Background: an optimization exercise with open tools, aiming at a short achievable clock period and few clock cycles. Do not read the settings as production practice.
Only simulation tests tie the RTL to the original design; equivalence was not proved.

==> 02-13 <==
Design dm_cache_wt, start of the top module:
module dm_cache_wt #(
  parameter int ADDR_W  = 13,
  parameter int INDEX_W = 6
) (
  input  logic              clk,
  input  logic              reset,
  input  logic [ADDR_W-1:0] addr_from_cpu,
  input  logic              rreq_from_cpu,
  input  logic              wreq_from_cpu,
  input  logic [7:0]        wdata_from_cpu,
  output logic [7:0]        rdata_to_cpu,
  output logic              hit_to_cpu,
  output logic              rreq_to_mem,
  output logic [ADDR_W-1:0] raddr_to_mem,
  input  logic [31:0]       rdata_from_mem,
  input  logic              rvalid_from_mem,
  output logic              wreq_to_mem,
  output logic [ADDR_W-1:0] waddr_to_mem,
  output logic [7:0]        wdata_to_mem
);
clock: 6.0 ns
lec_check: 0
cap_margin: 20
core_margin: 2
core_utilization: 74
place_density: 0.82
setup_slack_margin: 1.5
slew_margin: 20
synth_hierarchical: 1
synth_minimum_keep_size: 0
run.sh (not shown) runs the stock make flow with config.mk's settings and CLKGATE_MAP_FILE= SYNTH_SCRIPT=/design/flow/synth_recipe.tcl, a recipe that flattens the netlist after the stock synthesis.
==> 11-15 (differences from 02-13) <==
--- a/flow/design.v
+++ b/flow/design.v
@@ -14,14 +14,17 @@
   assign y = ~(a | b | c);
 endmodule
 module dmc_xor2 (input logic a, b, output logic y);
   assign y = a ^ b;
 endmodule
 module dmc_and3 (input logic a, b, c, output logic y);
   assign y = a & b & c;
+endmodule
+module dmc_oai21 (input logic a1, a2, b, output logic y);
+  assign y = ~((a1 | a2) & b);
 endmodule
 module dmc_aoi22 (input logic a1, a2, b1, b2, output logic y);
   assign y = ~((a1 & a2) | (b1 & b2));
 endmodule
 module dmc_dec2 (input logic [1:0] a, output logic [3:0] y);
   assign y[0] = ~a[1] & ~a[0];
   assign y[1] = ~a[1] &  a[0];
@@ -34,14 +37,15 @@
   assign y[2] = ~( a[1] & ~a[0]);
   assign y[3] = ~( a[1] &  a[0]);
 endmodule
 module dmc_rd_bit (
   input  logic [255:0] sel,
   input  logic [255:0] d,
   input  logic         mem_n,
+  input  logic         en,
   output logic         y
 );
   logic [127:0] l1;
   logic [31:0]  l2;
   logic [15:0]  l3;
   logic [3:0]   l4;
   logic [1:0]   l5;
@@ -54,22 +58,23 @@
   for (genvar m = 0; m < 16; m++) begin : g_l3
     dmc_nor2 u (.a(l2[2*m]), .b(l2[2*m+1]), .y(l3[m]));
   end
   for (genvar m = 0; m < 4; m++) begin : g_l4
     dmc_nand4 u (.a(l3[4*m]), .b(l3[4*m+1]), .c(l3[4*m+2]), .d(l3[4*m+3]), .y(l4[m]));
   end
   for (genvar m = 0; m < 2; m++) begin : g_l5
-    dmc_nor2 u (.a(l4[2*m]), .b(l4[2*m+1]), .y(l5[m]));
+    dmc_oai21 u (.a1(l4[2*m]), .a2(l4[2*m+1]), .b(en), .y(l5[m]));
   end
   dmc_nand3 u_l6 (.a(l5[0]), .b(l5[1]), .c(mem_n), .y(y));
 endmodule
 module dmc_hit (
   input  logic [63:0] sel_line,
   input  logic [63:0] m_a,
   input  logic [63:0] m_b,
+  input  logic        en,
   output logic        hit_n
 );
   logic [63:0] l1;
   logic [15:0] l2;
   logic [7:0]  l3;
   logic [1:0]  l4;
   for (genvar m = 0; m < 64; m++) begin : g_l1
@@ -80,15 +85,15 @@
   end
   for (genvar m = 0; m < 8; m++) begin : g_l3
     dmc_nor2 u (.a(l2[2*m]), .b(l2[2*m+1]), .y(l3[m]));
   end
   for (genvar m = 0; m < 2; m++) begin : g_l4
     dmc_nand4 u (.a(l3[4*m]), .b(l3[4*m+1]), .c(l3[4*m+2]), .d(l3[4*m+3]), .y(l4[m]));
   end
-  dmc_nor2 u_l5 (.a(l4[0]), .b(l4[1]), .y(hit_n));
+  dmc_oai21 u_l5 (.a1(l4[0]), .a2(l4[1]), .b(en), .y(hit_n));
 endmodule
 module dm_cache_wt #(
   parameter int ADDR_W  = 13,
   parameter int INDEX_W = 6
 ) (
   input  logic              clk,
   input  logic              reset,
@@ -145,30 +150,30 @@
     for (genvar k = 0; k < TAG_W; k++) begin : g_x
       dmc_xor2 u (.a(tag_array[i][k]), .b(req_tag[k]), .y(x[k]));
     end
     dmc_nor3 u_a (.a(x[0]), .b(x[1]), .c(x[2]), .y(m_a[i]));
     dmc_nor3 u_b (.a(x[3]), .b(x[4]), .c(~valid[i]), .y(m_b[i]));
   end
   logic hit_n;
-  dmc_hit u_hit (.sel_line(sel_line), .m_a(m_a), .m_b(m_b), .hit_n(hit_n));
+  dmc_hit u_hit (.sel_line(sel_line), .m_a(m_a), .m_b(m_b), .en(nwait), .hit_n(hit_n));
   logic [3:0] p0w;
   logic [7:0] mem_n;
   for (genvar k = 0; k < 4; k++) begin : g_p0w
     assign p0w[k] = p0[k] & waiting;
   end
   for (genvar r = 0; r < 8; r++) begin : g_mem
     assign mem_n[r] = ~(|(p0w & {rdata_from_mem[24+r], rdata_from_mem[16+r],
                                  rdata_from_mem[8+r], rdata_from_mem[r]}));
   end
   for (genvar r = 0; r < 8; r++) begin : g_rd
     logic [255:0] d;
     for (genvar b = 0; b < 256; b++) begin : g_d
       assign d[b] = data_array[b / 4][8 * (b % 4) + r];
     end
-    dmc_rd_bit u (.sel(sel_byte), .d(d), .mem_n(mem_n[r]), .y(rdata_to_cpu[r]));
+    dmc_rd_bit u (.sel(sel_byte), .d(d), .mem_n(mem_n[r]), .en(nwait), .y(rdata_to_cpu[r]));
   end
   logic rv_n;
   dmc_nand2 u_rv  (.a(rvalid_from_mem), .b(waiting), .y(rv_n));
   dmc_nand2 u_hit_out (.a(hit_n), .b(rv_n), .y(hit_to_cpu));
   dmc_and3  u_rreq (.a(hit_n), .b(rreq_from_cpu), .c(nwait), .y(rreq_to_mem));
   assign raddr_to_mem = {addr_from_cpu[ADDR_W-1:2], 2'b00};
   assign wreq_to_mem  = wreq_from_cpu && !reset;
@@ -181,22 +186,19 @@
   always_ff @(posedge clk) begin
     if (reset) begin
       waiting <= 1'b0;
       valid   <= '0;
     end else begin
       if (rreq_to_mem) waiting <= 1'b1;
       else if (rvalid_from_mem) waiting <= 1'b0;
-      if (rreq_to_mem) valid[req_index] <= 1'b0;
-      else if (fill) valid[req_index] <= 1'b1;
+      if (fill) valid[req_index] <= 1'b1;
     end
   end
   always_ff @(posedge clk) begin
-    if (rreq_to_mem) begin
-      data_array[req_index] <= '0;
-    end else if (fill) begin
+    if (fill) begin
       tag_array[req_index]  <= req_tag;
       data_array[req_index] <= rdata_from_mem;
     end else if (write_hit) begin
       data_array[req_index][{req_offset, 3'b000} +: 8] <= wdata_from_cpu;
     end
   end
 endmodule
Settings changed: CORE_UTILIZATION 74 to 40, PLACE_DENSITY 0.82 to default.
==> flow_summary.toml <==
[finish]
nNetsFinal = 7515
clockBufferCount = 328
final_util_pct = 50.97

[power_and_ir_drop]
p_leak_nw = 41.21
seqPwrFrac_pct = 50.0

[floorplanning]
die_w_microns = 508.1

[critical_path]
crit_start = "addr_from_cpu[0]"
cp_slowest_cell = "o21ai_4"

[global_route]
grtUsageMet1_pct = 36.44

[synthesis]
synthAdderAreaFrac_pct = 0.04924

[route]
first_pass_iters = 7

[status]
status = "timing/DRC/antenna clean"
[end of results for 11-15]
==> flow_summary.toml <==
[clock_network]
cts_sinks = 2433

[global_route]
grtUsageMet1_pct = 67.07

[status]
status = "timing/DRC/antenna clean"

[finish]
nNetsFinal = 7258
final_util_pct = 91.62

[critical_path]
cp_slowest_cell = "nand4_1"
crit_family = "simple AND/OR/NAND/NOR gates"

[power_and_ir_drop]
p_leak_nw = 42.76
seqPwrFrac_pct = 52.9

[floorplanning]
die_w_microns = 374.6
[end of results for 02-13]
Testbench counts of 02-13, summed over its fixed seeds: cycles 38,705.
Testbench counts of 11-15, summed over its fixed seeds: cycles 38,705.

==> separate check: timing with driven ports <==
No port has a modelled driver above. Below, the same layouts with a new extraction and two added sets of constraints.
Step 1, drivers: a clkbuf_16 drives clk and a buf_2 each remaining input, both assumed.
Step 2 adds t to the input delays and takes it off the output delays; t is the mean of the earliest and latest rising clock arrival at the registers after step 1. Input paths then give back, and output paths get back, about the clock's delay inside the block.
a / b / c = ideal / step 1 / step 2; a / b = the first two.
| run | t, ns | setup WS [ns] | worst setup path at the end | clock arrival spread, ns | cell pins on the clock port's net |
|---|---|---|---|---|---|
| 02-13 | 0.983 | 0.078 / -0.005 / -0.005 | input to output | 0.060 / 0.060 | 1 |
| 11-15 | 1.015 | 0.554 / 0.521 / 0.380 | input to register | 0.096 / 0.096 | 1 |
Met with ideal ports but missed after step 2: setup timing in 02-13. For 11-15, which loses most, drivers alone change the setup slack by -0.033 ns; drivers and shift together by -0.174 ns.
